Background: an optimization exercise with open tools, aiming at small area and a short achievable clock period. Do not read the settings as production practice. Function was checked by simulation only, so behaviour that the tests miss may differ from the original.

## flow/config.mk

```make
export PLATFORM = sky130hd
export DESIGN_NAME = dct_row_top
export DESIGN_NICKNAME = dct_row_top
export VERILOG_FILES = /design/flow/design.v
export SDC_FILE = /design/flow/constraint.sdc
export NUM_CORES = 4
export LEC_CHECK = 0
export CAP_MARGIN = 20
export CORE_MARGIN = 2
export CORE_UTILIZATION = 40
export CTS_BUF_LIST = sky130_fd_sc_hd__clkbuf_4
export SETUP_SLACK_MARGIN = 3.4
export SLEW_MARGIN = 20
```

## flow/constraint.sdc

```tcl
create_clock -name core_clock -period 6.0 [get_ports {clk_i}]
set_input_delay 1.2000 -clock core_clock [delete_from_list [all_inputs] [get_ports {clk_i}]]
set_output_delay 1.2000 -clock core_clock [all_outputs]
set_load 0.01 [all_outputs]
```

## flow/design.v

```verilog
`timescale 1ns/1ps
`default_nettype none
module dct_row_top (
  input  logic        clk_i,
  input  logic        rst_i,
  input  logic        px_valid_i,
  input  logic [7:0]  px_data_i,
  output logic        coef_valid_o,
  output logic [11:0] coef_data_o,
  output logic [2:0]  coef_index_o
);
logic [2:0] px_cnt;
logic [7:0] xs0, xs1, xs2, xs3, xs4, xs5, xs6;
logic [7:0] y0, y1, y2, y3, y4, y5, y6, y7;
logic       row_done;
assign row_done = px_valid_i & (&px_cnt);
always_ff @(posedge clk_i, posedge rst_i)
  if (rst_i) px_cnt <= 3'd0;
  else if (px_valid_i) px_cnt <= px_cnt + 3'd1;
always_ff @(posedge clk_i)
  if (px_valid_i) begin
    xs0 <= px_data_i; xs1 <= xs0; xs2 <= xs1; xs3 <= xs2; xs4 <= xs3; xs5 <= xs4; xs6 <= xs5;
  end
always_ff @(posedge clk_i)
  if (row_done) begin
    y0 <= xs6; y1 <= xs5; y2 <= xs4; y3 <= xs3; y4 <= xs2; y5 <= xs1; y6 <= xs0; y7 <= px_data_i;
  end
logic       busy;
logic [2:0] kc, kc_nx;
logic [3:0] n1, n2, n1_nx, n2_nx;
logic       odd;
assign kc_nx = row_done ? 3'd0 : kc + 3'd1;
always_comb begin
  case (kc_nx)
    3'd0: begin n1_nx = 4'b0000; n2_nx = 4'b0000; end
    3'd1: begin n1_nx = 4'b0000; n2_nx = 4'b1111; end
    3'd2: begin n1_nx = 4'b0000; n2_nx = 4'b0000; end
    3'd3: begin n1_nx = 4'b1110; n2_nx = 4'b0001; end
    3'd4: begin n1_nx = 4'b0000; n2_nx = 4'b0000; end
    3'd5: begin n1_nx = 4'b0010; n2_nx = 4'b1101; end
    3'd6: begin n1_nx = 4'b0000; n2_nx = 4'b0000; end
    3'd7: begin n1_nx = 4'b1010; n2_nx = 4'b0101; end
    default: begin n1_nx = 4'b0000; n2_nx = 4'b0000; end
  endcase
end
always_ff @(posedge clk_i, posedge rst_i)
  if (rst_i) begin busy <= 1'b0; kc <= 3'd0; end
  else if (row_done) begin busy <= 1'b1; kc <= 3'd0; end
  else if (busy) begin kc <= kc + 3'd1; if (&kc) busy <= 1'b0; end
always_ff @(posedge clk_i) begin
  n1 <= n1_nx; n2 <= n2_nx; odd <= kc_nx[0];
end
logic [8:0] u0, u1, u2, u3;
logic a0, a3, ca, b1, b2, cb;           
logic a0_nx, a3_nx, ca_nx, b1_nx, b2_nx, cb_nx;
logic sw, k04, oddu, o1, o3, o5, o7;    
always_comb begin
  case (kc)
    3'd0: begin a0_nx = 1'b0; a3_nx = 1'b0; ca_nx = 1'b0; b1_nx = 1'b0; b2_nx = 1'b0; cb_nx = 1'b0; end
    3'd2: begin a0_nx = 1'b0; a3_nx = 1'b1; ca_nx = 1'b1; b1_nx = 1'b0; b2_nx = 1'b1; cb_nx = 1'b1; end
    3'd4: begin a0_nx = 1'b0; a3_nx = 1'b0; ca_nx = 1'b0; b1_nx = 1'b1; b2_nx = 1'b1; cb_nx = 1'b0; end
    3'd6: begin a0_nx = 1'b0; a3_nx = 1'b1; ca_nx = 1'b1; b1_nx = 1'b0; b2_nx = 1'b1; cb_nx = 1'b1; end
    default: begin a0_nx = 1'b0; a3_nx = 1'b0; ca_nx = 1'b0; b1_nx = 1'b0; b2_nx = 1'b0; cb_nx = 1'b0; end
  endcase
end
logic [2:0] ku;
logic       vu;
always_ff @(posedge clk_i) begin
  u0 <= 9'(y0 ^ {8{n1[0]}}) + 9'(y7 ^ {8{n2[0]}}) + 9'(odd);
  u1 <= 9'(y1 ^ {8{n1[1]}}) + 9'(y6 ^ {8{n2[1]}}) + 9'(odd);
  u2 <= 9'(y2 ^ {8{n1[2]}}) + 9'(y5 ^ {8{n2[2]}}) + 9'(odd);
  u3 <= 9'(y3 ^ {8{n1[3]}}) + 9'(y4 ^ {8{n2[3]}}) + 9'(odd);
  ku <= kc;
  a0 <= a0_nx; a3 <= a3_nx; ca <= ca_nx; b1 <= b1_nx; b2 <= b2_nx; cb <= cb_nx;
  sw <= (kc == 3'd6); k04 <= (kc == 3'd0) | (kc == 3'd4); oddu <= kc[0];
  o1 <= (kc == 3'd1); o3 <= (kc == 3'd3); o5 <= (kc == 3'd5); o7 <= (kc == 3'd7);
end
always_ff @(posedge clk_i, posedge rst_i)
  if (rst_i) vu <= 1'b0; else vu <= busy;
logic [9:0] al, be;
logic [9:0] vp;
logic [9:0] vq;
logic [9:0] vr;
logic [9:0] vs;
logic c_k0, c_k4, c_k26, c_odd;    
logic       vv;
logic [8:0] ua, ub, uc, ud;
assign ua = sw ? u2 : u0;
assign ub = sw ? u1 : u3;
assign uc = sw ? u0 : u1;
assign ud = sw ? u3 : u2;
assign al = 10'(ua ^ {9{a0}}) + 10'(ub ^ {9{a3}}) + 10'(ca);
assign be = 10'(uc ^ {9{b1}}) + 10'(ud ^ {9{b2}}) + 10'(cb);
logic [8:0] pm_p;
assign pm_p = ({9{o1}} & u0) | ({9{o3}} & u2) | ({9{o5}} & u1) | ({9{o7}} & u3);
logic [8:0] pm_q;
assign pm_q = ({9{o1}} & u1) | ({9{o3}} & u0) | ({9{o5}} & u3) | ({9{o7}} & u2);
logic [8:0] pm_r;
assign pm_r = ({9{o1}} & u2) | ({9{o3}} & u3) | ({9{o5}} & u0) | ({9{o7}} & u1);
logic [8:0] pm_s;
assign pm_s = ({9{o1}} & u3) | ({9{o3}} & u1) | ({9{o5}} & u2) | ({9{o7}} & u0);
always_ff @(posedge clk_i) begin
  vp <= oddu ? {1'b0, pm_p} : al;
  vq <= oddu ? {1'b0, pm_q} : be;
  vr <= oddu ? {1'b0, pm_r} : (be & {10{~k04}});
  vs <= oddu ? {1'b0, pm_s} : al;
  c_k0 <= (ku == 3'd0); c_k4 <= (ku == 3'd4); c_k26 <= (ku == 3'd2) | (ku == 3'd6); c_odd <= ku[0];
end
always_ff @(posedge clk_i, posedge rst_i)
  if (rst_i) vv <= 1'b0; else vv <= vu;
logic row_p0_en;
logic row_p0_ng;
logic [9:0] row_p0;
assign row_p0 = ((vp & {10{row_p0_en}}) ^ {10{row_p0_ng}});
logic [9:0] row_p1;
assign row_p1 = ~vp;
logic row_p3_ng;
logic [9:0] row_p3;
assign row_p3 = (vp ^ {10{row_p3_ng}});
logic [9:0] row_p9;
assign row_p9 = vp;
logic row_q1_en;
logic [9:0] row_q1;
assign row_q1 = (vq & {10{row_q1_en}});
logic [9:0] row_q3;
assign row_q3 = vq;
logic row_q5_ng;
logic [9:0] row_q5;
assign row_q5 = (vq ^ {10{row_q5_ng}});
logic [9:0] row_q7;
assign row_q7 = ~vq;
logic row_q9_en;
logic [9:0] row_q9;
assign row_q9 = (vq & {10{row_q9_en}});
logic [9:0] row_r2;
assign row_r2 = ~vr;
logic [9:0] row_r5;
assign row_r5 = vr;
logic [9:0] row_r8;
assign row_r8 = vr;
logic [9:0] row_s2;
assign row_s2 = vs;
logic [9:0] row_s5;
assign row_s5 = ~vs;
logic row_s7_en;
logic row_s7_ng;
logic [9:0] row_s7;
assign row_s7 = ((vs & {10{row_s7_en}}) ^ {10{row_s7_ng}});
always_ff @(posedge clk_i) begin
  row_p0_en <= (ku == 3'd2) | (ku == 3'd6);
  row_p0_ng <= (ku == 3'd2) | (ku == 3'd6);
  row_p3_ng <= ~((ku == 3'd0) | (ku == 3'd4));
  row_q1_en <= ~((ku == 3'd2) | (ku == 3'd6));
  row_q5_ng <= (ku == 3'd0) | (ku == 3'd4);
  row_q9_en <= ~((ku == 3'd2) | (ku == 3'd6));
  row_s7_en <= ~((ku == 3'd2) | (ku == 3'd6));
  row_s7_ng <= (ku == 3'd0) | (ku == 3'd4);
end
logic [21:0] kconst;
assign kconst[0] = (c_k26);
assign kconst[1] = 1'b1;
assign kconst[2] = ~(c_k4);
assign kconst[3] = ~(c_k0);
assign kconst[4] = (c_k4);
assign kconst[5] = (c_k26 | c_odd);
assign kconst[6] = (c_k0);
assign kconst[7] = (c_k26 | c_odd);
assign kconst[8] = (c_k0);
assign kconst[9] = ~(c_k26);
assign kconst[10] = (c_k4 | c_k26);
assign kconst[11] = ~(c_k4);
assign kconst[12] = 1'b0;
assign kconst[13] = (c_k0 | c_odd);
assign kconst[14] = (c_k0 | c_k4);
assign kconst[15] = (c_k0);
assign kconst[16] = (c_k4);
assign kconst[17] = (c_k0);
assign kconst[18] = (c_k4);
assign kconst[19] = ~(c_k4);
assign kconst[20] = 1'b1;
assign kconst[21] = 1'b1;
wire cs1 = row_p1[7] ^ row_q3[5];
wire cc1 = row_p1[7] & row_q3[5];
wire cs2 = row_p1[8] ^ row_p9[0] ^ row_q3[6];
wire cc2 = (row_p1[8] & row_p9[0]) | (row_p1[8] & row_q3[6]) | (row_p9[0] & row_q3[6]);
wire cs3 = row_q7[2] ^ row_r2[7] ^ row_r5[4];
wire cc3 = (row_q7[2] & row_r2[7]) | (row_q7[2] & row_r5[4]) | (row_r2[7] & row_r5[4]);
wire cs4 = row_p1[9] ^ row_p9[1] ^ row_q3[7];
wire cc4 = (row_p1[9] & row_p9[1]) | (row_p1[9] & row_q3[7]) | (row_p9[1] & row_q3[7]);
wire cs5 = row_q7[3] ^ row_r2[8] ^ row_r5[5];
wire cc5 = (row_q7[3] & row_r2[8]) | (row_q7[3] & row_r5[5]) | (row_r2[8] & row_r5[5]);
wire cs6 = row_p9[2] ^ row_q3[8] ^ row_q7[4];
wire cc6 = (row_p9[2] & row_q3[8]) | (row_p9[2] & row_q7[4]) | (row_q3[8] & row_q7[4]);
wire cs7 = row_p1[4] ^ row_q3[2] ^ row_r2[3];
wire cc7 = (row_p1[4] & row_q3[2]) | (row_p1[4] & row_r2[3]) | (row_q3[2] & row_r2[3]);
wire cs8 = row_p1[5] ^ row_q3[3] ^ row_r2[4];
wire cc8 = (row_p1[5] & row_q3[3]) | (row_p1[5] & row_r2[4]) | (row_q3[3] & row_r2[4]);
wire cs9 = row_r5[1] ^ row_s2[4];
wire cc9 = row_r5[1] & row_s2[4];
wire cs10 = row_p1[6] ^ row_q3[4] ^ row_q7[0];
wire cc10 = (row_p1[6] & row_q3[4]) | (row_p1[6] & row_q7[0]) | (row_q3[4] & row_q7[0]);
wire cs11 = row_r2[5] ^ row_r5[2] ^ row_s2[5];
wire cc11 = (row_r2[5] & row_r5[2]) | (row_r2[5] & row_s2[5]) | (row_r5[2] & row_s2[5]);
wire cs12 = row_s5[2] ^ row_p0[7] ^ row_p3[4];
wire cc12 = (row_s5[2] & row_p0[7]) | (row_s5[2] & row_p3[4]) | (row_p0[7] & row_p3[4]);
wire cs13 = row_q7[1] ^ row_r2[6] ^ row_r5[3];
wire cc13 = (row_q7[1] & row_r2[6]) | (row_q7[1] & row_r5[3]) | (row_r2[6] & row_r5[3]);
wire cs14 = row_r8[0] ^ row_s2[6] ^ row_s5[3];
wire cc14 = (row_r8[0] & row_s2[6]) | (row_r8[0] & row_s5[3]) | (row_s2[6] & row_s5[3]);
wire cs15 = cs1 ^ row_p0[8] ^ row_p3[5];
wire cc15 = (cs1 & row_p0[8]) | (cs1 & row_p3[5]) | (row_p0[8] & row_p3[5]);
wire cs16 = row_q1[7] ^ row_q5[3];
wire cc16 = row_q1[7] & row_q5[3];
wire cs17 = row_r8[1] ^ row_s2[7] ^ row_s5[4];
wire cc17 = (row_r8[1] & row_s2[7]) | (row_r8[1] & row_s5[4]) | (row_s2[7] & row_s5[4]);
wire cs18 = cc1 ^ row_p0[9] ^ row_p3[6];
wire cc18 = (cc1 & row_p0[9]) | (cc1 & row_p3[6]) | (row_p0[9] & row_p3[6]);
wire cs19 = row_q1[8] ^ row_q5[4] ^ row_q9[0];
wire cc19 = (row_q1[8] & row_q5[4]) | (row_q1[8] & row_q9[0]) | (row_q5[4] & row_q9[0]);
wire cs20 = row_s7[2] ^ kconst[9] ^ cs2;
wire cc20 = (row_s7[2] & kconst[9]) | (row_s7[2] & cs2) | (kconst[9] & cs2);
wire cs21 = row_r8[2] ^ row_s2[8] ^ row_s5[5];
wire cc21 = (row_r8[2] & row_s2[8]) | (row_r8[2] & row_s5[5]) | (row_s2[8] & row_s5[5]);
wire cs22 = row_p3[7] ^ row_q1[9] ^ row_q5[5];
wire cc22 = (row_p3[7] & row_q1[9]) | (row_p3[7] & row_q5[5]) | (row_q1[9] & row_q5[5]);
wire cs23 = row_q9[1] ^ row_s7[3] ^ kconst[10];
wire cc23 = (row_q9[1] & row_s7[3]) | (row_q9[1] & kconst[10]) | (row_s7[3] & kconst[10]);
wire cs24 = cc2 ^ cc3 ^ cs4;
wire cc24 = (cc2 & cc3) | (cc2 & cs4) | (cc3 & cs4);
wire cs25 = row_r2[9] ^ row_r5[6] ^ row_r8[3];
wire cc25 = (row_r2[9] & row_r5[6]) | (row_r2[9] & row_r8[3]) | (row_r5[6] & row_r8[3]);
wire cs26 = row_s2[9] ^ row_s5[6] ^ row_p3[8];
wire cc26 = (row_s2[9] & row_s5[6]) | (row_s2[9] & row_p3[8]) | (row_s5[6] & row_p3[8]);
wire cs27 = row_q5[6] ^ row_q9[2] ^ row_s7[4];
wire cc27 = (row_q5[6] & row_q9[2]) | (row_q5[6] & row_s7[4]) | (row_q9[2] & row_s7[4]);
wire cs28 = kconst[11] ^ cc4 ^ cc5;
wire cc28 = (kconst[11] & cc4) | (kconst[11] & cc5) | (cc4 & cc5);
wire cs29 = row_p9[3] ^ row_q3[9] ^ row_q7[5];
wire cc29 = (row_p9[3] & row_q3[9]) | (row_p9[3] & row_q7[5]) | (row_q3[9] & row_q7[5]);
wire cs30 = row_r5[7] ^ row_r8[4] ^ row_s5[7];
wire cc30 = (row_r5[7] & row_r8[4]) | (row_r5[7] & row_s5[7]) | (row_r8[4] & row_s5[7]);
wire cs31 = row_p3[9] ^ row_q5[7] ^ row_q9[3];
wire cc31 = (row_p3[9] & row_q5[7]) | (row_p3[9] & row_q9[3]) | (row_q5[7] & row_q9[3]);
wire cs32 = row_p9[4] ^ row_q7[6] ^ row_r5[8];
wire cc32 = (row_p9[4] & row_q7[6]) | (row_p9[4] & row_r5[8]) | (row_q7[6] & row_r5[8]);
wire cs33 = row_r8[5] ^ row_s5[8];
wire cc33 = row_r8[5] & row_s5[8];
wire cs34 = row_p9[5] ^ row_q7[7] ^ row_r5[9];
wire cc34 = (row_p9[5] & row_q7[7]) | (row_p9[5] & row_r5[9]) | (row_q7[7] & row_r5[9]);
wire cs35 = row_p1[2] ^ row_q3[0] ^ row_r2[1];
wire cc35 = (row_p1[2] & row_q3[0]) | (row_p1[2] & row_r2[1]) | (row_q3[0] & row_r2[1]);
wire cs36 = row_p1[3] ^ row_q3[1] ^ row_r2[2];
wire cc36 = (row_p1[3] & row_q3[1]) | (row_p1[3] & row_r2[2]) | (row_q3[1] & row_r2[2]);
wire cs37 = row_s2[2] ^ row_p0[4];
wire cc37 = row_s2[2] & row_p0[4];
wire cs38 = row_r5[0] ^ row_s2[3] ^ row_s5[0];
wire cc38 = (row_r5[0] & row_s2[3]) | (row_r5[0] & row_s5[0]) | (row_s2[3] & row_s5[0]);
wire cs39 = row_p0[5] ^ row_p3[2] ^ row_q1[4];
wire cc39 = (row_p0[5] & row_p3[2]) | (row_p0[5] & row_q1[4]) | (row_p3[2] & row_q1[4]);
wire cs40 = row_q5[0] ^ kconst[5];
wire cc40 = row_q5[0] & kconst[5];
wire cs41 = row_s5[1] ^ cs9 ^ row_p0[6];
wire cc41 = (row_s5[1] & cs9) | (row_s5[1] & row_p0[6]) | (cs9 & row_p0[6]);
wire cs42 = row_p3[3] ^ row_q1[5] ^ row_q5[1];
wire cc42 = (row_p3[3] & row_q1[5]) | (row_p3[3] & row_q5[1]) | (row_q1[5] & row_q5[1]);
wire cs43 = kconst[6] ^ cc7 ^ cs8;
wire cc43 = (kconst[6] & cc7) | (kconst[6] & cs8) | (cc7 & cs8);
wire cs44 = cc9 ^ row_q1[6] ^ row_q5[2];
wire cc44 = (cc9 & row_q1[6]) | (cc9 & row_q5[2]) | (row_q1[6] & row_q5[2]);
wire cs45 = row_s7[0] ^ kconst[7] ^ cc8;
wire cc45 = (row_s7[0] & kconst[7]) | (row_s7[0] & cc8) | (kconst[7] & cc8);
wire cs46 = cs10 ^ cs11 ^ cs12;
wire cc46 = (cs10 & cs11) | (cs10 & cs12) | (cs11 & cs12);
wire cs47 = row_s7[1] ^ kconst[8] ^ cc10;
wire cc47 = (row_s7[1] & kconst[8]) | (row_s7[1] & cc10) | (kconst[8] & cc10);
wire cs48 = cc11 ^ cs13 ^ cs14;
wire cc48 = (cc11 & cs13) | (cc11 & cs14) | (cs13 & cs14);
wire cs49 = cs16 ^ cc12 ^ cs15;
wire cc49 = (cs16 & cc12) | (cs16 & cs15) | (cc12 & cs15);
wire cs50 = cc13 ^ cc14 ^ cs17;
wire cc50 = (cc13 & cc14) | (cc13 & cs17) | (cc14 & cs17);
wire cs51 = cs3 ^ cc16 ^ cc15;
wire cc51 = (cs3 & cc16) | (cs3 & cc15) | (cc16 & cc15);
wire cs52 = cs18 ^ cs19 ^ cs20;
wire cc52 = (cs18 & cs19) | (cs18 & cs20) | (cs19 & cs20);
wire cs53 = cc17 ^ cs21 ^ cs5;
wire cc53 = (cc17 & cs21) | (cc17 & cs5) | (cs21 & cs5);
wire cs54 = cc18 ^ cc19 ^ cs22;
wire cc54 = (cc18 & cc19) | (cc18 & cs22) | (cc19 & cs22);
wire cs55 = cs23 ^ cc20 ^ cs24;
wire cc55 = (cs23 & cc20) | (cs23 & cs24) | (cc20 & cs24);
wire cs56 = cc21 ^ cs25 ^ cs6;
wire cc56 = (cc21 & cs25) | (cc21 & cs6) | (cs25 & cs6);
wire cs57 = cc22 ^ cs26 ^ cs27;
wire cc57 = (cc22 & cs26) | (cc22 & cs27) | (cs26 & cs27);
wire cs58 = cc23 ^ cc24 ^ cs28;
wire cc58 = (cc23 & cc24) | (cc23 & cs28) | (cc24 & cs28);
wire cs59 = row_s7[5] ^ cc25 ^ cc6;
wire cc59 = (row_s7[5] & cc25) | (row_s7[5] & cc6) | (cc25 & cc6);
wire cs60 = cs29 ^ cs30 ^ cc26;
wire cc60 = (cs29 & cs30) | (cs29 & cc26) | (cs30 & cc26);
wire cs61 = cc27 ^ cs31 ^ cc28;
wire cc61 = (cc27 & cs31) | (cc27 & cc28) | (cs31 & cc28);
wire cs62 = cs33 ^ row_q5[8] ^ row_q9[4];
wire cc62 = (cs33 & row_q5[8]) | (cs33 & row_q9[4]) | (row_q5[8] & row_q9[4]);
wire cs63 = row_s7[6] ^ kconst[13] ^ cc29;
wire cc63 = (row_s7[6] & kconst[13]) | (row_s7[6] & cc29) | (kconst[13] & cc29);
wire cs64 = cc30 ^ cs32 ^ cc31;
wire cc64 = (cc30 & cs32) | (cc30 & cc31) | (cs32 & cc31);
wire cs65 = row_r8[6] ^ row_s5[9] ^ cc33;
wire cc65 = (row_r8[6] & row_s5[9]) | (row_r8[6] & cc33) | (row_s5[9] & cc33);
wire cs66 = row_q5[9] ^ row_q9[5] ^ row_s7[7];
wire cc66 = (row_q5[9] & row_q9[5]) | (row_q5[9] & row_s7[7]) | (row_q9[5] & row_s7[7]);
wire cs67 = kconst[14] ^ cc32 ^ cs34;
wire cc67 = (kconst[14] & cc32) | (kconst[14] & cs34) | (cc32 & cs34);
wire cs68 = row_p9[6] ^ row_q7[8] ^ row_r8[7];
wire cc68 = (row_p9[6] & row_q7[8]) | (row_p9[6] & row_r8[7]) | (row_q7[8] & row_r8[7]);
wire cs69 = row_q9[6] ^ row_s7[8] ^ kconst[15];
wire cc69 = (row_q9[6] & row_s7[8]) | (row_q9[6] & kconst[15]) | (row_s7[8] & kconst[15]);
wire cs70 = row_p9[7] ^ row_q7[9] ^ row_r8[8];
wire cc70 = (row_p9[7] & row_q7[9]) | (row_p9[7] & row_r8[8]) | (row_q7[9] & row_r8[8]);
wire cs71 = row_p1[1] ^ row_r2[0] ^ row_s2[0];
wire cc71 = (row_p1[1] & row_r2[0]) | (row_p1[1] & row_s2[0]) | (row_r2[0] & row_s2[0]);
wire cs72 = row_s2[1] ^ row_p0[3] ^ row_p3[0];
wire cc72 = (row_s2[1] & row_p0[3]) | (row_s2[1] & row_p3[0]) | (row_p0[3] & row_p3[0]);
wire cs73 = row_q1[2] ^ kconst[3];
wire cc73 = row_q1[2] & kconst[3];
wire cs74 = row_p3[1] ^ row_q1[3] ^ kconst[4];
wire cc74 = (row_p3[1] & row_q1[3]) | (row_p3[1] & kconst[4]) | (row_q1[3] & kconst[4]);
wire cs75 = cc35 ^ cs36 ^ cs37;
wire cc75 = (cc35 & cs36) | (cc35 & cs37) | (cs36 & cs37);
wire cs76 = cc36 ^ cs38 ^ cs7;
wire cc76 = (cc36 & cs38) | (cc36 & cs7) | (cs38 & cs7);
wire cs77 = cc37 ^ cs40 ^ cs39;
wire cc77 = (cc37 & cs40) | (cc37 & cs39) | (cs40 & cs39);
wire cs78 = cc38 ^ cc40 ^ cc39;
wire cc78 = (cc38 & cc40) | (cc38 & cc39) | (cc40 & cc39);
wire cs79 = cs41 ^ cs42 ^ cs43;
wire cc79 = (cs41 & cs42) | (cs41 & cs43) | (cs42 & cs43);
wire cs80 = cc41 ^ cc42 ^ cs44;
wire cc80 = (cc41 & cc42) | (cc41 & cs44) | (cc42 & cs44);
wire cs81 = cc43 ^ cs45 ^ cs46;
wire cc81 = (cc43 & cs45) | (cc43 & cs46) | (cs45 & cs46);
wire cs82 = cc44 ^ cc45 ^ cs47;
wire cc82 = (cc44 & cc45) | (cc44 & cs47) | (cc45 & cs47);
wire cs83 = cs48 ^ cc46 ^ cs49;
wire cc83 = (cs48 & cc46) | (cs48 & cs49) | (cc46 & cs49);
wire cs84 = cc47 ^ cc48 ^ cs50;
wire cc84 = (cc47 & cc48) | (cc47 & cs50) | (cc48 & cs50);
wire cs85 = cc49 ^ cs51 ^ cs52;
wire cc85 = (cc49 & cs51) | (cc49 & cs52) | (cs51 & cs52);
wire cs86 = cc50 ^ cs53 ^ cc51;
wire cc86 = (cc50 & cs53) | (cc50 & cc51) | (cs53 & cc51);
wire cs87 = cs54 ^ cc52 ^ cs55;
wire cc87 = (cs54 & cc52) | (cs54 & cs55) | (cc52 & cs55);
wire cs88 = cc53 ^ cs56 ^ cc54;
wire cc88 = (cc53 & cs56) | (cc53 & cc54) | (cs56 & cc54);
wire cs89 = cs57 ^ cc55 ^ cs58;
wire cc89 = (cs57 & cc55) | (cs57 & cs58) | (cc55 & cs58);
wire cs90 = cc56 ^ cs59 ^ cc57;
wire cc90 = (cc56 & cs59) | (cc56 & cc57) | (cs59 & cc57);
wire cs91 = cs60 ^ cc58 ^ cs61;
wire cc91 = (cs60 & cc58) | (cs60 & cs61) | (cc58 & cs61);
wire cs92 = cs62 ^ cc59 ^ cs63;
wire cc92 = (cs62 & cc59) | (cs62 & cs63) | (cc59 & cs63);
wire cs93 = cc60 ^ cs64 ^ cc61;
wire cc93 = (cc60 & cs64) | (cc60 & cc61) | (cs64 & cc61);
wire cs94 = cs65 ^ cc62 ^ cs66;
wire cc94 = (cs65 & cc62) | (cs65 & cs66) | (cc62 & cs66);
wire cs95 = cc63 ^ cs67 ^ cc64;
wire cc95 = (cc63 & cs67) | (cc63 & cc64) | (cs67 & cc64);
wire cs96 = cc34 ^ cs68 ^ cc65;
wire cc96 = (cc34 & cs68) | (cc34 & cc65) | (cs68 & cc65);
wire cs97 = cc66 ^ cs69 ^ cc67;
wire cc97 = (cc66 & cs69) | (cc66 & cc67) | (cs69 & cc67);
wire cs98 = row_q9[7] ^ row_s7[9] ^ kconst[16];
wire cc98 = (row_q9[7] & row_s7[9]) | (row_q9[7] & kconst[16]) | (row_s7[9] & kconst[16]);
wire cs99 = cc68 ^ cs70 ^ cc69;
wire cc99 = (cc68 & cs70) | (cc68 & cc69) | (cs70 & cc69);
wire cs100 = row_p9[8] ^ row_r8[9] ^ row_q9[8];
wire cc100 = (row_p9[8] & row_r8[9]) | (row_p9[8] & row_q9[8]) | (row_r8[9] & row_q9[8]);
wire cs101 = kconst[17] ^ cc70;
wire cc101 = kconst[17] & cc70;
wire cs102 = row_p9[9] ^ row_q9[9];
wire cc102 = row_p9[9] & row_q9[9];
logic cq_0_0;
always_ff @(posedge clk_i) cq_0_0 <= row_p0[0];
logic cq_0_1;
always_ff @(posedge clk_i) cq_0_1 <= kconst[0];
logic cq_1_1;
always_ff @(posedge clk_i) cq_1_1 <= row_p1[0];
logic cq_1_2;
always_ff @(posedge clk_i) cq_1_2 <= row_p0[1];
logic cq_1_3;
always_ff @(posedge clk_i) cq_1_3 <= row_q1[0];
logic cq_2_0;
always_ff @(posedge clk_i) cq_2_0 <= cs71;
logic cq_2_1;
always_ff @(posedge clk_i) cq_2_1 <= row_p0[2];
logic cq_2_2;
always_ff @(posedge clk_i) cq_2_2 <= row_q1[1];
logic cq_2_3;
always_ff @(posedge clk_i) cq_2_3 <= kconst[2];
logic cq_3_0;
always_ff @(posedge clk_i) cq_3_0 <= cc71;
logic cq_3_1;
always_ff @(posedge clk_i) cq_3_1 <= cs72;
logic cq_3_2;
always_ff @(posedge clk_i) cq_3_2 <= cs73;
logic cq_3_3;
always_ff @(posedge clk_i) cq_3_3 <= cs35;
logic cq_4_0;
always_ff @(posedge clk_i) cq_4_0 <= cc72;
logic cq_4_1;
always_ff @(posedge clk_i) cq_4_1 <= cc73;
logic cq_4_2;
always_ff @(posedge clk_i) cq_4_2 <= cs74;
logic cq_4_3;
always_ff @(posedge clk_i) cq_4_3 <= cs75;
logic cq_5_0;
always_ff @(posedge clk_i) cq_5_0 <= cc74;
logic cq_5_1;
always_ff @(posedge clk_i) cq_5_1 <= cc75;
logic cq_5_2;
always_ff @(posedge clk_i) cq_5_2 <= cs76;
logic cq_5_3;
always_ff @(posedge clk_i) cq_5_3 <= cs77;
logic cq_6_0;
always_ff @(posedge clk_i) cq_6_0 <= cc76;
logic cq_6_1;
always_ff @(posedge clk_i) cq_6_1 <= cc77;
logic cq_6_2;
always_ff @(posedge clk_i) cq_6_2 <= cs78;
logic cq_6_3;
always_ff @(posedge clk_i) cq_6_3 <= cs79;
logic cq_7_0;
always_ff @(posedge clk_i) cq_7_0 <= cc78;
logic cq_7_1;
always_ff @(posedge clk_i) cq_7_1 <= cc79;
logic cq_7_2;
always_ff @(posedge clk_i) cq_7_2 <= cs80;
logic cq_7_3;
always_ff @(posedge clk_i) cq_7_3 <= cs81;
logic cq_8_0;
always_ff @(posedge clk_i) cq_8_0 <= cc80;
logic cq_8_1;
always_ff @(posedge clk_i) cq_8_1 <= cc81;
logic cq_8_2;
always_ff @(posedge clk_i) cq_8_2 <= cs82;
logic cq_8_3;
always_ff @(posedge clk_i) cq_8_3 <= cs83;
logic cq_9_0;
always_ff @(posedge clk_i) cq_9_0 <= cc82;
logic cq_9_1;
always_ff @(posedge clk_i) cq_9_1 <= cc83;
logic cq_9_2;
always_ff @(posedge clk_i) cq_9_2 <= cs84;
logic cq_9_3;
always_ff @(posedge clk_i) cq_9_3 <= cs85;
logic cq_10_0;
always_ff @(posedge clk_i) cq_10_0 <= cc84;
logic cq_10_1;
always_ff @(posedge clk_i) cq_10_1 <= cc85;
logic cq_10_2;
always_ff @(posedge clk_i) cq_10_2 <= cs86;
logic cq_10_3;
always_ff @(posedge clk_i) cq_10_3 <= cs87;
logic cq_11_0;
always_ff @(posedge clk_i) cq_11_0 <= cc86;
logic cq_11_1;
always_ff @(posedge clk_i) cq_11_1 <= cc87;
logic cq_11_2;
always_ff @(posedge clk_i) cq_11_2 <= cs88;
logic cq_11_3;
always_ff @(posedge clk_i) cq_11_3 <= cs89;
logic cq_12_0;
always_ff @(posedge clk_i) cq_12_0 <= cc88;
logic cq_12_1;
always_ff @(posedge clk_i) cq_12_1 <= cc89;
logic cq_12_2;
always_ff @(posedge clk_i) cq_12_2 <= cs90;
logic cq_12_3;
always_ff @(posedge clk_i) cq_12_3 <= cs91;
logic cq_13_0;
always_ff @(posedge clk_i) cq_13_0 <= cc90;
logic cq_13_1;
always_ff @(posedge clk_i) cq_13_1 <= cc91;
logic cq_13_2;
always_ff @(posedge clk_i) cq_13_2 <= cs92;
logic cq_13_3;
always_ff @(posedge clk_i) cq_13_3 <= cs93;
logic cq_14_0;
always_ff @(posedge clk_i) cq_14_0 <= cc92;
logic cq_14_1;
always_ff @(posedge clk_i) cq_14_1 <= cc93;
logic cq_14_2;
always_ff @(posedge clk_i) cq_14_2 <= cs94;
logic cq_14_3;
always_ff @(posedge clk_i) cq_14_3 <= cs95;
logic cq_15_0;
always_ff @(posedge clk_i) cq_15_0 <= cc94;
logic cq_15_1;
always_ff @(posedge clk_i) cq_15_1 <= cc95;
logic cq_15_2;
always_ff @(posedge clk_i) cq_15_2 <= cs96;
logic cq_15_3;
always_ff @(posedge clk_i) cq_15_3 <= cs97;
logic cq_16_0;
always_ff @(posedge clk_i) cq_16_0 <= cc96;
logic cq_16_1;
always_ff @(posedge clk_i) cq_16_1 <= cc97;
logic cq_16_2;
always_ff @(posedge clk_i) cq_16_2 <= cs98;
logic cq_16_3;
always_ff @(posedge clk_i) cq_16_3 <= cs99;
logic cq_17_0;
always_ff @(posedge clk_i) cq_17_0 <= cc98;
logic cq_17_1;
always_ff @(posedge clk_i) cq_17_1 <= cc99;
logic cq_17_2;
always_ff @(posedge clk_i) cq_17_2 <= cs100;
logic cq_17_3;
always_ff @(posedge clk_i) cq_17_3 <= cs101;
logic cq_18_0;
always_ff @(posedge clk_i) cq_18_0 <= cc100;
logic cq_18_1;
always_ff @(posedge clk_i) cq_18_1 <= cc101;
logic cq_18_2;
always_ff @(posedge clk_i) cq_18_2 <= cs102;
logic cq_18_3;
always_ff @(posedge clk_i) cq_18_3 <= kconst[18];
logic cq_19_0;
always_ff @(posedge clk_i) cq_19_0 <= cc102;
logic cq_19_1;
always_ff @(posedge clk_i) cq_19_1 <= kconst[19];
logic vc;
always_ff @(posedge clk_i, posedge rst_i)
  if (rst_i) vc <= 1'b0; else vc <= vv;
wire cs103 = 1'b1 ^ cq_1_1;
wire cc103 = 1'b1 & cq_1_1;
wire cs104 = cq_2_0 ^ cq_2_1 ^ cq_2_2;
wire cc104 = (cq_2_0 & cq_2_1) | (cq_2_0 & cq_2_2) | (cq_2_1 & cq_2_2);
wire cs105 = cq_3_0 ^ cq_3_1 ^ cq_3_2;
wire cc105 = (cq_3_0 & cq_3_1) | (cq_3_0 & cq_3_2) | (cq_3_1 & cq_3_2);
wire cs106 = cq_4_0 ^ cq_4_1 ^ cq_4_2;
wire cc106 = (cq_4_0 & cq_4_1) | (cq_4_0 & cq_4_2) | (cq_4_1 & cq_4_2);
wire cs107 = cq_5_0 ^ cq_5_1 ^ cq_5_2;
wire cc107 = (cq_5_0 & cq_5_1) | (cq_5_0 & cq_5_2) | (cq_5_1 & cq_5_2);
wire cs108 = cq_6_0 ^ cq_6_1 ^ cq_6_2;
wire cc108 = (cq_6_0 & cq_6_1) | (cq_6_0 & cq_6_2) | (cq_6_1 & cq_6_2);
wire cs109 = cq_7_0 ^ cq_7_1 ^ cq_7_2;
wire cc109 = (cq_7_0 & cq_7_1) | (cq_7_0 & cq_7_2) | (cq_7_1 & cq_7_2);
wire cs110 = cq_8_0 ^ cq_8_1 ^ cq_8_2;
wire cc110 = (cq_8_0 & cq_8_1) | (cq_8_0 & cq_8_2) | (cq_8_1 & cq_8_2);
wire cs111 = cq_9_0 ^ cq_9_1 ^ cq_9_2;
wire cc111 = (cq_9_0 & cq_9_1) | (cq_9_0 & cq_9_2) | (cq_9_1 & cq_9_2);
wire cs112 = cq_10_0 ^ cq_10_1 ^ cq_10_2;
wire cc112 = (cq_10_0 & cq_10_1) | (cq_10_0 & cq_10_2) | (cq_10_1 & cq_10_2);
wire cs113 = cq_11_0 ^ cq_11_1 ^ cq_11_2;
wire cc113 = (cq_11_0 & cq_11_1) | (cq_11_0 & cq_11_2) | (cq_11_1 & cq_11_2);
wire cs114 = cq_12_0 ^ cq_12_1 ^ cq_12_2;
wire cc114 = (cq_12_0 & cq_12_1) | (cq_12_0 & cq_12_2) | (cq_12_1 & cq_12_2);
wire cs115 = cq_13_0 ^ cq_13_1 ^ cq_13_2;
wire cc115 = (cq_13_0 & cq_13_1) | (cq_13_0 & cq_13_2) | (cq_13_1 & cq_13_2);
wire cs116 = cq_14_0 ^ cq_14_1 ^ cq_14_2;
wire cc116 = (cq_14_0 & cq_14_1) | (cq_14_0 & cq_14_2) | (cq_14_1 & cq_14_2);
wire cs117 = cq_15_0 ^ cq_15_1 ^ cq_15_2;
wire cc117 = (cq_15_0 & cq_15_1) | (cq_15_0 & cq_15_2) | (cq_15_1 & cq_15_2);
wire cs118 = cq_16_0 ^ cq_16_1 ^ cq_16_2;
wire cc118 = (cq_16_0 & cq_16_1) | (cq_16_0 & cq_16_2) | (cq_16_1 & cq_16_2);
wire cs119 = cq_17_0 ^ cq_17_1 ^ cq_17_2;
wire cc119 = (cq_17_0 & cq_17_1) | (cq_17_0 & cq_17_2) | (cq_17_1 & cq_17_2);
wire cs120 = cq_18_0 ^ cq_18_1 ^ cq_18_2;
wire cc120 = (cq_18_0 & cq_18_1) | (cq_18_0 & cq_18_2) | (cq_18_1 & cq_18_2);
wire cs121 = cq_1_2 ^ cq_1_3;
wire cc121 = cq_1_2 & cq_1_3;
wire cs122 = cq_2_3 ^ cc103 ^ cs104;
wire cc122 = (cq_2_3 & cc103) | (cq_2_3 & cs104) | (cc103 & cs104);
wire cs123 = cq_3_3 ^ cc104 ^ cs105;
wire cc123 = (cq_3_3 & cc104) | (cq_3_3 & cs105) | (cc104 & cs105);
wire cs124 = cq_4_3 ^ cc105 ^ cs106;
wire cc124 = (cq_4_3 & cc105) | (cq_4_3 & cs106) | (cc105 & cs106);
wire cs125 = cq_5_3 ^ cc106 ^ cs107;
wire cc125 = (cq_5_3 & cc106) | (cq_5_3 & cs107) | (cc106 & cs107);
wire cs126 = cq_6_3 ^ cc107 ^ cs108;
wire cc126 = (cq_6_3 & cc107) | (cq_6_3 & cs108) | (cc107 & cs108);
wire cs127 = cq_7_3 ^ cc108 ^ cs109;
wire cc127 = (cq_7_3 & cc108) | (cq_7_3 & cs109) | (cc108 & cs109);
wire cs128 = cq_8_3 ^ cc109 ^ cs110;
wire cc128 = (cq_8_3 & cc109) | (cq_8_3 & cs110) | (cc109 & cs110);
wire cs129 = cq_9_3 ^ cc110 ^ cs111;
wire cc129 = (cq_9_3 & cc110) | (cq_9_3 & cs111) | (cc110 & cs111);
wire cs130 = cq_10_3 ^ cc111 ^ cs112;
wire cc130 = (cq_10_3 & cc111) | (cq_10_3 & cs112) | (cc111 & cs112);
wire cs131 = cq_11_3 ^ cc112 ^ cs113;
wire cc131 = (cq_11_3 & cc112) | (cq_11_3 & cs113) | (cc112 & cs113);
wire cs132 = cq_12_3 ^ cc113 ^ cs114;
wire cc132 = (cq_12_3 & cc113) | (cq_12_3 & cs114) | (cc113 & cs114);
wire cs133 = cq_13_3 ^ cc114 ^ cs115;
wire cc133 = (cq_13_3 & cc114) | (cq_13_3 & cs115) | (cc114 & cs115);
wire cs134 = cq_14_3 ^ cc115 ^ cs116;
wire cc134 = (cq_14_3 & cc115) | (cq_14_3 & cs116) | (cc115 & cs116);
wire cs135 = cq_15_3 ^ cc116 ^ cs117;
wire cc135 = (cq_15_3 & cc116) | (cq_15_3 & cs117) | (cc116 & cs117);
wire cs136 = cq_16_3 ^ cc117 ^ cs118;
wire cc136 = (cq_16_3 & cc117) | (cq_16_3 & cs118) | (cc117 & cs118);
wire cs137 = cq_17_3 ^ cc118 ^ cs119;
wire cc137 = (cq_17_3 & cc118) | (cq_17_3 & cs119) | (cc118 & cs119);
wire cs138 = cq_18_3 ^ cc119 ^ cs120;
wire cc138 = (cq_18_3 & cc119) | (cq_18_3 & cs120) | (cc119 & cs120);
wire cs139 = cq_19_0 ^ cq_19_1 ^ cc120;
wire cc139 = (cq_19_0 & cq_19_1) | (cq_19_0 & cc120) | (cq_19_1 & cc120);
logic [10:0] lowsum;
assign lowsum = {1'b0, cc128, cc127, cc126, cc125, cc124, cc123, cc122, cc121, cs121, cq_0_0} + {1'b0, cs129, cs128, cs127, cs126, cs125, cs124, cs123, cs122, cs103, cq_0_1};
logic cr_10_0;
always_ff @(posedge clk_i) cr_10_0 <= cc129;
logic cr_10_1;
always_ff @(posedge clk_i) cr_10_1 <= cs130;
logic cr_10_2;
always_ff @(posedge clk_i) cr_10_2 <= lowsum[10];
logic cr_11_0;
always_ff @(posedge clk_i) cr_11_0 <= cc130;
logic cr_11_1;
always_ff @(posedge clk_i) cr_11_1 <= cs131;
logic cr_12_0;
always_ff @(posedge clk_i) cr_12_0 <= cc131;
logic cr_12_1;
always_ff @(posedge clk_i) cr_12_1 <= cs132;
logic cr_13_0;
always_ff @(posedge clk_i) cr_13_0 <= cc132;
logic cr_13_1;
always_ff @(posedge clk_i) cr_13_1 <= cs133;
logic cr_14_0;
always_ff @(posedge clk_i) cr_14_0 <= cc133;
logic cr_14_1;
always_ff @(posedge clk_i) cr_14_1 <= cs134;
logic cr_15_0;
always_ff @(posedge clk_i) cr_15_0 <= cc134;
logic cr_15_1;
always_ff @(posedge clk_i) cr_15_1 <= cs135;
logic cr_16_0;
always_ff @(posedge clk_i) cr_16_0 <= cc135;
logic cr_16_1;
always_ff @(posedge clk_i) cr_16_1 <= cs136;
logic cr_17_0;
always_ff @(posedge clk_i) cr_17_0 <= cc136;
logic cr_17_1;
always_ff @(posedge clk_i) cr_17_1 <= cs137;
logic cr_18_0;
always_ff @(posedge clk_i) cr_18_0 <= cc137;
logic cr_18_1;
always_ff @(posedge clk_i) cr_18_1 <= cs138;
logic cr_19_0;
always_ff @(posedge clk_i) cr_19_0 <= cc138;
logic cr_19_1;
always_ff @(posedge clk_i) cr_19_1 <= cs139;
logic cr_20_0;
always_ff @(posedge clk_i) cr_20_0 <= cc139;
logic vc2;
always_ff @(posedge clk_i, posedge rst_i)
  if (rst_i) vc2 <= 1'b0; else vc2 <= vc;
wire cs140 = cr_10_0 ^ cr_10_1;
wire cc140 = cr_10_0 & cr_10_1;
wire cs141 = cr_11_0 ^ cr_11_1;
wire cc141 = cr_11_0 & cr_11_1;
wire cs142 = cr_12_0 ^ cr_12_1;
wire cc142 = cr_12_0 & cr_12_1;
wire cs143 = cr_13_0 ^ cr_13_1;
wire cc143 = cr_13_0 & cr_13_1;
wire cs144 = cr_14_0 ^ cr_14_1;
wire cc144 = cr_14_0 & cr_14_1;
wire cs145 = cr_15_0 ^ cr_15_1;
wire cc145 = cr_15_0 & cr_15_1;
wire cs146 = cr_16_0 ^ cr_16_1;
wire cc146 = cr_16_0 & cr_16_1;
wire cs147 = cr_17_0 ^ cr_17_1;
wire cc147 = cr_17_0 & cr_17_1;
wire cs148 = cr_18_0 ^ cr_18_1;
wire cc148 = cr_18_0 & cr_18_1;
wire cs149 = cr_19_0 ^ cr_19_1;
wire cc149 = cr_19_0 & cr_19_1;
wire cs150 = 1'b1 ^ cr_20_0;
wire cc150 = 1'b1 & cr_20_0;
logic [21:0] fa, fb, fsum;
assign fa = {cc150, cc149, cc148, cc147, cc146, cc145, cc144, cc143, cc142, cc141, cc140, cs140, 1'b0, 1'b0, 1'b0, 1'b0, 1'b0, 1'b0, 1'b0, 1'b0, 1'b0, 1'b0};
assign fb = {1'b1, cs150, cs149, cs148, cs147, cs146, cs145, cs144, cs143, cs142, cs141, cr_10_2, 1'b0, 1'b0, 1'b0, 1'b0, 1'b0, 1'b0, 1'b0, 1'b0, 1'b0, 1'b0};
assign fsum = fa + fb;
always_ff @(posedge clk_i) coef_data_o <= fsum[21:10];
always_ff @(posedge clk_i, posedge rst_i)
  if (rst_i) coef_valid_o <= 1'b0; else coef_valid_o <= vc2;
always_ff @(posedge clk_i, posedge rst_i)
  if (rst_i) coef_index_o <= 3'd0; else if (coef_valid_o) coef_index_o <= coef_index_o + 3'd1;
endmodule
`default_nettype wire
```

## flow/run.sh

```bash
#!/bin/bash
# synth_recipe.tcl (not shown) runs the flow's synth.tcl, then flattens the netlist and writes it again
# the make line also repeats each setting of config.mk as NAME=value (left out here)
make -C /OpenROAD-flow-scripts/flow DESIGN_CONFIG=/design/flow/config.mk WORK_HOME=/design/flow/orfs CLKGATE_MAP_FILE= SYNTH_SCRIPT=/design/flow/synth_recipe.tcl finish
```

==> results of run 1 <==
==> state kept, by name, indices dropped and copies added (netlist names), 9 cells and up <==
register	flops
u1	9
vq	10
coef_data_o	12
u0	9
u2	9
vs	9
u3	9
vr	10
vp	10
==> worst register-to-register path, cell delays in order (launching register included) <==
cell     delay [ns]
dfxtp_4        0.37
buf_8          0.14
buf_12         0.14
buf_16         0.15
mux2i_4        0.20
xnor2_2        0.14
ha_1           0.37
o21ai_1        0.11
a21bo_1        0.21
a41oi_2        0.25
nor3_1         0.11
o41ai_1        0.32
==> stage by stage <==
stage | cell area, µm² | setup WS, ns | util, %
finish | 19900 | 3.40 | 46.2
global route | 19900 | 3.27 | 46.2
CTS | 19500 | 3.35 | 45.3
detailed placement | 18200 | 2.50 | 42.4
global placement | 18200 | 2.56 | 42.4
floorplan | 17400 | 3.41 | -
==> final cells by class <==
type | instances | share of cell area, %
flip-flops and latches | 344 | 41.3
repair buffers | 65 | 2.90
well taps | 585 | 3.68
inverters | 202 | 3.82
diodes | 4 | 0.0504
multi-input cells | 833 | 42.8
clock buffers | 119 | 4.50
clock inverters | 26 | 0.901
==> path summary, 6_finish.rpt <==
check | startpoint | to | slack (ns) | depth (start not counted)
setup / recovery | sw | vr[7] | 3.40 | 11
hold / removal | vv | vc | 0.34 | 0
setup reg to reg | sw | vr[7] | 3.40 | 11
hold reg to reg | vv | vc | 0.34 | 0
max in group asynchronous | rst_i | px_cnt[1] | 4.87 | 2
min in group asynchronous | rst_i | coef_index_o[2] | 0.75 | 2
==> cell families (layout without fill, tap and decap cells) <==
logic type / Yosys count / count (layout)
xor gates and xnor gates: 149 / 149
AOI/OAI and AO/OA: 232 / 232
DFF: 344 / 344
buffers and inverters: 253 / 412
and+or+nand+nor: 171 / 171
adders and majority gates: 233 / 233
muxes: 48 / 48
other: 0 / 4
==> what timing repair did <==
item,CTS,global route
setup buffers,14,18
setup endpoints to repair,87,32
cloned,0,1
pin swaps,12,30
resized for setup,98,52
==> cell usage after synthesis (all sizes together), types with 31 or more instances <==
cell type | number | area share, %
fa | 139 | 16
xor2 | 90 | 4.5
dfxtp | 209 | 24
mux2i | 34 | 2.0
edfxtp | 120 | 21
clkbuf | 38 | 0.82
nand2 | 50 | 1.1
xnor2 | 59 | 3.0
o21ai | 37 | 1.1
a21oi | 31 | 0.89
ha | 94 | 6.8
nor2 | 55 | 1.2
inv | 202 | 4.4
==> metal layers <==
| metal | up-vias | routed length [µm] | track usage (%) | share of wire, % |
|---|---|---|---|---|
| met5 | - | 0 | 0 | 0 |
| met1 | 5055 | 15000 | 19.5 | 43 |
| met3 | 75 | 1290 | 3.96 | 3.7 |
| met4 | 0 | 1120 | 6.63 | 3.2 |
| li1 | 5052 | - | - | - |
| met2 | 219 | 17300 | 27.5 | 50 |
==> metrics.md, run 1 <==
| Metric | Value |
|---|---|
| Startpoint types | `flip-flop` |
| Insertion delay to the later sink of the worst-skew pair | `0.83 ns` |
| Syn avg cell area | `12.2 µm²` |
| Synth unique cells | `66` |
| CP max FO | `8` |
| Area of the multi-input gates | `8510 µm²` |
| Die extent in x | `213 µm` |
| Nets | `1777` |
| Final Instance Count excl. Fillers | `2178` |
| CTS Buf Count | `87` |
| Bufs and invs on worst path | `3` |
| CTS root buf | `clkbuf_4` |
| Storage cell area | `8210 µm²` |
| Synth Instances | `1430` |
| Die height | `213 µm` |
| Setup CP Type | `reg2reg` |
| Headroom to the max-slew limit | `51.6%` |
| Final setup vio count | `0` |
| Clock tree sinks | `344` |
| Min Hold Slack | `0.343 ns` |
| FMAX | `384 MHz` |
| DP Wirelength | `25.6 mm` |
| Fraction of synthesized area in multiplexers | `2.86%` |
| Largest family of logic cells by synthesized area | `adder cells` |
| TritonCTS clock tree | `built` |
| Sum Neg Setup Slack | `0 ns` |
| Max Cap Viol | `0` |
| Post-Synth XOR/XNOR Area | `7.50%` |
| First-pass GRT wire length | `55.8 mm` |
| Worst path arrival time | `3.30 ns` |
| Slew Limit Fails | `0` |
| Fill cells | `4020` |
| Hold Path Class | `reg2reg` |
| Num rows | `76` |
| Most common cell after layout, fill and taps aside | `inv_1` |
| DR vias | `10.4k` |
| Worst slew pin tran | `0.726 ns` |
| Die footprint | `45200 µm²` |
| Starting DRT DRC Count | `587` |
| First-pass iteration count of the detailed router | `10` |
| Final cycle utilization of the critical path | `43.4%` |
| Status | `no timing/DRC/antenna violations` |
| RSZ-0062 raised after global routing | `true` |
| DRC Markers | `0` |
| Post-DRT Antenna Nets | `0` |
| Total gr overflow | `0` |
| Commonest register cell after synthesis | `dfxtp_1` |
| Required time at the worst-slack endpoint | `6.70 ns` |
| Synth warn | `1` |
| Largest net degree at the start of global routing | `69` |
| Commonest non-fill, non-tap cells in the layout | `inv_1 (194), dfxtp_1 (182), fa_1 (137), edfxtp_1 (120), clkbuf_4 (119)` |
| Final GP Congestion | `0.868` |
| Asr flop ratio synth | `4.36%` |
| Detail-routed net length per standard cell | `15.9 µm` |
| Post-Route WL | `34.7 mm` |
| Initial antenna violation count | `2` |
| Critical Path Max Stage Delay | `0.37 ns` |
| Worst-path clk slew | `0.06 ns` |
| Slowest cell on crit path | `dfxtp_4` |
| Synthesized cell area | `17400 µm²` |
| Post-synth EDFFs | `120` |
| Synth Area in Simple Gates | `4.63%` |
| Synth Area in Adders | `22.8%` |
| Bufs on Longest Clock Path | `3` |
| Total core area | `43000 µm²` |
| Final Hold Vio Count | `0` |
| CP endpoint kind | `flip-flop` |
| Overall Global Routing Usage | `16.1%` |
| Post-synthesis compound-gate area fraction | `9.76%` |
| Min Tclk post-route | `2.60 ns` |
| H-tree depth | `3` |
| Initial Utilization | `40.5%` |
| Crit-path cells | `buf_8 > buf_12 > buf_16 > mux2i_4 > xnor2_2 > ha_1 > o21ai_1 > a21bo_1 > a41oi_2 > nor3_1 > o41ai_1` |
| Syn_nets | `1674` |
| Vias per std cell | `4.78` |
| Layout Skew | `0.0824 ns` |
| Top Ports | `27` |
| Sequential area share after synthesis | `46.9%` |
| Layout cells sized above 1 | `17.9%` |
| Flops & latches, synth | `344` |
| Placed Cells | `1996` |
| Vias in the first global route | `10.9k` |
| Critical path's top delay family | `compound AO/OA/AOI/OAI gates` |
| Number of port buffers | `26` |
| Layout area overhead | `14.2%` |
| Hold_buf cts | `0` |
==> run 2, diff against run 1 <==
--- a/flow/design.v
+++ b/flow/design.v
@@ -53,13 +53,14 @@
 logic [8:0] u0, u1, u2, u3;
 logic a0, a3, ca, b1, b2, cb;           
 logic a0_nx, a3_nx, ca_nx, b1_nx, b2_nx, cb_nx;
-logic sw, k04, oddu, o1, o3, o5, o7;    
+logic oddu, o1, o3, o5, o7;    
+logic ep_a, ep_b, eq_a, eq_b, er_a, er_b, es_a, es_b;
 always_comb begin
   case (kc)
     3'd0: begin a0_nx = 1'b0; a3_nx = 1'b0; ca_nx = 1'b0; b1_nx = 1'b0; b2_nx = 1'b0; cb_nx = 1'b0; end
     3'd2: begin a0_nx = 1'b0; a3_nx = 1'b1; ca_nx = 1'b1; b1_nx = 1'b0; b2_nx = 1'b1; cb_nx = 1'b1; end
     3'd4: begin a0_nx = 1'b0; a3_nx = 1'b0; ca_nx = 1'b0; b1_nx = 1'b1; b2_nx = 1'b1; cb_nx = 1'b0; end
-    3'd6: begin a0_nx = 1'b0; a3_nx = 1'b1; ca_nx = 1'b1; b1_nx = 1'b0; b2_nx = 1'b1; cb_nx = 1'b1; end
+    3'd6: begin a0_nx = 1'b0; a3_nx = 1'b1; ca_nx = 1'b1; b1_nx = 1'b1; b2_nx = 1'b0; cb_nx = 1'b1; end
     default: begin a0_nx = 1'b0; a3_nx = 1'b0; ca_nx = 1'b0; b1_nx = 1'b0; b2_nx = 1'b0; cb_nx = 1'b0; end
   endcase
 end
@@ -72,7 +73,15 @@
   u3 <= 9'(y3 ^ {8{n1[3]}}) + 9'(y4 ^ {8{n2[3]}}) + 9'(odd);
   ku <= kc;
   a0 <= a0_nx; a3 <= a3_nx; ca <= ca_nx; b1 <= b1_nx; b2 <= b2_nx; cb <= cb_nx;
-  sw <= (kc == 3'd6); k04 <= (kc == 3'd0) | (kc == 3'd4); oddu <= kc[0];
+  oddu <= kc[0];
+  ep_a <= (kc == 3'd0) | (kc == 3'd2) | (kc == 3'd4);
+  ep_b <= (kc == 3'd6);
+  eq_a <= (kc == 3'd6);
+  eq_b <= (kc == 3'd0) | (kc == 3'd2) | (kc == 3'd4);
+  er_a <= (kc == 3'd6);
+  er_b <= (kc == 3'd2);
+  es_a <= (kc == 3'd0) | (kc == 3'd2) | (kc == 3'd4);
+  es_b <= (kc == 3'd6);
   o1 <= (kc == 3'd1); o3 <= (kc == 3'd3); o5 <= (kc == 3'd5); o7 <= (kc == 3'd7);
 end
 always_ff @(posedge clk_i, posedge rst_i)
@@ -84,13 +93,8 @@
 logic [9:0] vs;
 logic c_k0, c_k4, c_k26, c_odd;    
 logic       vv;
-logic [8:0] ua, ub, uc, ud;
-assign ua = sw ? u2 : u0;
-assign ub = sw ? u1 : u3;
-assign uc = sw ? u0 : u1;
-assign ud = sw ? u3 : u2;
-assign al = 10'(ua ^ {9{a0}}) + 10'(ub ^ {9{a3}}) + 10'(ca);
-assign be = 10'(uc ^ {9{b1}}) + 10'(ud ^ {9{b2}}) + 10'(cb);
+assign al = 10'(u0 ^ {9{a0}}) + 10'(u3 ^ {9{a3}}) + 10'(ca);
+assign be = 10'(u1 ^ {9{b1}}) + 10'(u2 ^ {9{b2}}) + 10'(cb);
 logic [8:0] pm_p;
 assign pm_p = ({9{o1}} & u0) | ({9{o3}} & u2) | ({9{o5}} & u1) | ({9{o7}} & u3);
 logic [8:0] pm_q;
@@ -100,10 +104,10 @@
 logic [8:0] pm_s;
 assign pm_s = ({9{o1}} & u3) | ({9{o3}} & u1) | ({9{o5}} & u2) | ({9{o7}} & u0);
 always_ff @(posedge clk_i) begin
-  vp <= oddu ? {1'b0, pm_p} : al;
-  vq <= oddu ? {1'b0, pm_q} : be;
-  vr <= oddu ? {1'b0, pm_r} : (be & {10{~k04}});
-  vs <= oddu ? {1'b0, pm_s} : al;
+  vp <= ({10{oddu}} & {1'b0, pm_p}) | ({10{ep_a}} & al) | ({10{ep_b}} & be);
+  vq <= ({10{oddu}} & {1'b0, pm_q}) | ({10{eq_a}} & al) | ({10{eq_b}} & be);
+  vr <= ({10{oddu}} & {1'b0, pm_r}) | ({10{er_a}} & al) | ({10{er_b}} & be);
+  vs <= ({10{oddu}} & {1'b0, pm_s}) | ({10{es_a}} & al) | ({10{es_b}} & be);
   c_k0 <= (ku == 3'd0); c_k4 <= (ku == 3'd4); c_k26 <= (ku == 3'd2) | (ku == 3'd6); c_odd <= ku[0];
 end
 always_ff @(posedge clk_i, posedge rst_i)
--- a/flow/config.mk
+++ b/flow/config.mk
@@ -9,5 +9,5 @@
 export CORE_MARGIN = 2
 export CORE_UTILIZATION = 40
 export CTS_BUF_LIST = sky130_fd_sc_hd__clkbuf_4
-export SETUP_SLACK_MARGIN = 3.4
+export SETUP_SLACK_MARGIN = 3.5
 export SLEW_MARGIN = 20
==> run 2 against run 1 <==
Count of clock-buffer cells in the layout increased by 14; fmax increased by 2.1%; sequential cell count increased by 1; register-to-register slack improved by 0.05 ns; critical path depth decreased by 2; synthesized cell count decreased by 3.9%; utilization decreased by 0.27 points; synthesized area decreased by 2.4%; die area decreased by 2.4%; via count decreased by 5.3%; global-route usage decreased by 0.27 points.
==> metrics.md, run 2 <==
| Metric | Value |
|---|---|
| Final cycle utilization of the critical path | `42.5% (-0.88 points)` |
| Max reg flops | `12 (unchanged)` |
| First-pass iteration count of the detailed router | `5 (-5)` |
| Vias per std cell | `4.72 (-1.3%)` |
| Top-count cell post-synth | `dfxtp_1` |
| Post-Route WL | `33.1 mm (-4.6%)` |
| Layout cells sized above 1 | `17.2% (-0.64 points)` |
| CTS root buf | `clkbuf_4` |
| Clock tree sinks | `345 (+0.29%)` |
| Commonest non-fill, non-tap cells in the layout | `inv_1 (189), dfxtp_1 (176), clkbuf_4 (133), fa_1 (132), edfxtp_1 (120)` |
| Top-area cell type share of the netlist area | `24.8% (+0.72 points)` |
| Final Instance Count excl. Fillers | `2088 (-4.1%)` |
| Layout Skew | `0.0580 ns (-0.0244 ns)` |
| Top Ports | `27 (unchanged)` |
| Status | `no timing/DRC/antenna violations` |
| Largest cells by area after synthesis | `dfxtp_1 (25%), edfxtp_1 (21%), fa_1 (16%)` |
| Sum Neg Setup Slack | `0 ns (unchanged)` |
| Die footprint | `44100 µm² (-2.4%)` |
| Max Cap Viol | `0 (unchanged)` |
| Largest Register | `coef_data_o` |
| Die extent in x | `210 µm (-1.2%)` |
| Sequential area share after synthesis | `48.2% (+1.3 points)` |
| Nets | `1713 (-3.6%)` |
| Initial antenna violation count | `2 (unchanged)` |
| Most common cell after layout, fill and taps aside | `inv_1` |
| CTS Buf Count | `89 (+2.3%)` |
| Layout area overhead | `13.5%` |
| TritonCTS clock tree | `built` |
| DRC Markers | `0 (unchanged)` |
| Die height | `210 µm (-1.2%)` |
| Num rows | `75 (-1.3%)` |
| Post-DRT Antenna Nets | `0 (unchanged)` |
| Synthesized cell area | `17000 µm² (-2.4%)` |
| Finished Core Util | `46.0% (-0.27 points)` |
| Area of the multi-input gates | `8100 µm² (-4.8%)` |
| Hold Crit Start | `vv` |
| Pre-CTS WS | `3.10 ns (+0.605 ns)` |
| Post-synth EDFFs | `120 (unchanged)` |
| First-pass GRT wire length | `53.9 mm (-3.5%)` |
| Required time at the worst-slack endpoint | `6.67 ns (-0.03 ns)` |
| Synth unique cells | `54 (-18%)` |
| CP max FO | `2 (-6)` |
| Total core area | `41900 µm² (-2.4%)` |
| Detail-routed net length per standard cell | `15.8 µm (-0.54%)` |
| Placed Cells | `1899 (-4.9%)` |
| Worst-path clk slew | `0.07 ns (about the same)` |
| Worst path arrival time | `3.22 ns (-0.08 ns)` |
| Initial Utilization | `40.5% (about the same)` |
| Synth Instances | `1374 (-3.9%)` |
| Syn avg cell area | `12.4 µm² (+1.5%)` |
| Bufs on Longest Clock Path | `3 (unchanged)` |
| Worst slew pin tran | `0.951 ns (+0.226 ns)` |
| FMAX | `392 MHz (+2.1%)` |
| Fill cells | `3832 (-4.7%)` |
| Hold Path Class | `reg2reg` |
| Number of port buffers | `26 (unchanged)` |
| Headroom to the max-slew limit | `36.5% (-15 points)` |
| CP endpoint kind | `flip-flop` |
| DP Wirelength | `25.0 mm (-2.3%)` |
| Worst setup path startpoint | `cq_5_0` |
| H-tree depth | `3 (unchanged)` |
| Final setup vio count | `0 (unchanged)` |
| Syn_nets | `1618 (-3.3%)` |
| Design area | `19300 µm² (-3.0%)` |
| Min Tclk post-route | `2.55 ns (-0.0527 ns)` |
| Leading area contributor after synthesis | `dfxtp_1` |
| Final WS setup | `3.45 ns (+0.0527 ns)` |
| Asr flop ratio synth | `4.35% (-0.013 points)` |
| FF-to-FF Start | `cq_5_0` |
| DR vias | `9845 (-5.3%)` |
| Min Hold Slack | `0.348 ns (+0.00543 ns)` |
| Vias in the first global route | `10.4k (-4.3%)` |
| Setup CP Type | `reg2reg` |
| Commonest cells in the netlist | `dfxtp_1 (210), inv_1 (194), fa_1 (139), edfxtp_1 (120), xor2_1 (106)` |
| Slew Limit Fails | `0 (unchanged)` |
| Final Hold Vio Count | `0 (unchanged)` |
| Overall Global Routing Usage | `15.8% (-0.27 points)` |
| Startpoint types | `flip-flop` |
| Starting DRT DRC Count | `505 (-14%)` |
| Total gr overflow | `0 (unchanged)` |
| Commonest register cell after synthesis | `dfxtp_1` |
| Insertion delay to the later sink of the worst-skew pair | `0.83 ns (about the same)` |
| Synth warn | `1 (unchanged)` |
| RSZ-0062 raised after global routing | `true` |
| Storage cell area | `8260 µm² (+0.59%)` |
| Largest net degree at the start of global routing | `60 (-13%)` |
| Flops & latches, synth | `345 (+0.29%)` |
| Final GP Congestion | `0.881 (+1.5%)` |
| Post-DP Area | `17800 µm² (-2.3%)` |
==> run 2: cell count changes in the layout (fill, tap and decap cells not counted), moves of 12 or more <==
| cell | delta |
|---|---|
| a221o_1 | +18 |
| o21ai_0 | +14 |
| clkbuf_4 | +14 |
| xor2_1 | +12 |
| a21boi_0 | +15 |
| o21ai_1 | -14 |
| a222oi_1 | -12 |
| a22oi_1 | +32 |
| nor2_1 | -25 |
| mux2i_1 | -21 |
==> run 2: layout make-up <==
cell class	instances	share of cell area, %
Clock buffer	133	5.18
Multi-Input combinational cell	791	42.0
Inverter	194	3.81
Tap cell	539	3.50
Clock inverter	27	0.591
Timing Repair Buffer	48	1.91
Antenna cell	11	0.143
Sequential cell	345	42.9
==> run 2: timing repair <==
action | 4_1_cts | 5_1_grt
gates resized for setup | 110 | 37
hold buffers | 0 | 0
gates cloned | 0 | 0
endpoints found under the setup margin | 62 | 39
buffers inserted | 7 | 11
pin swaps | 11 | 9
==> run 2: worst paths after layout <==
| check | to | slack, ns | cells after the start |
|---|---|---|---|
| max in group asynchronous | kc[1] | 4.85 | 2 |
| max | cr_10_2 | 3.45 | 9 |
| min in group asynchronous | busy | 0.73 | 2 |
| min | vc | 0.35 | 0 |
| min reg2reg | vc | 0.35 | 0 |
| max reg2reg | cr_10_2 | 3.45 | 9 |
==> run 2: routing by layer <==
metal / GRT usage, % / wire [µm]
met5: 0 / 0
met4: 6.99 / 1120
met1: 19.0 / 14300
met3: 3.92 / 1210
met2: 27.0 / 16400
==> run 2: worst max-delay path, stage by stage (launching register included) <==
cell,delay [ns]
dfxtp_1,0.31
inv_1,0.05
fa_1,0.53
inv_1,0.05
fa_1,0.52
ha_4,0.21
a21o_1,0.16
a21o_1,0.18
a2111oi_4,0.35
o21bai_1,0.09
==> run 2: cell families after synthesis <==
group | after synthesis | synth area share, %
simple gates | 148 | 4.08
flops | 345 | 48.2
mux | 7 | 0.464
compound gates | 242 | 10.3
buf+inv | 238 | 5.34
fa+ha+maj | 233 | 23.3
xor+xnor | 161 | 8.31

-- static timing again, ports no longer ideal --
No port has a modelled driver above. Below, the same layouts with a new extraction and two added sets of constraints. Step 1 sets driving cells, clkbuf_16 on the clock port and buf_2 on the other inputs (assumed; they add their load-dependent delay and slew). Step 2 also shifts input and output timing later by t, the mid clock arrival at the registers, as if the neighbouring blocks saw the same clock. a / b / c = no drivers / after step 1 / after step 2; a / b = the first two.
run | shift t [ns] | setup WS [ns] | latest minus earliest clock arrival (ns) | worst data-port slew with drivers (ns)
run 1 | 0.832 | 3.398 / 3.398 / 2.917 | 0.083 / 0.082 | 0.03
run 2 | 0.848 | 3.450 / 3.434 / 3.186 | 0.058 / 0.058 | 0.04
After both steps setup and hold are still met in every run listed. For run 1, which loses most, drivers alone change the setup slack by 0.000 ns; drivers and shift together by -0.481 ns.
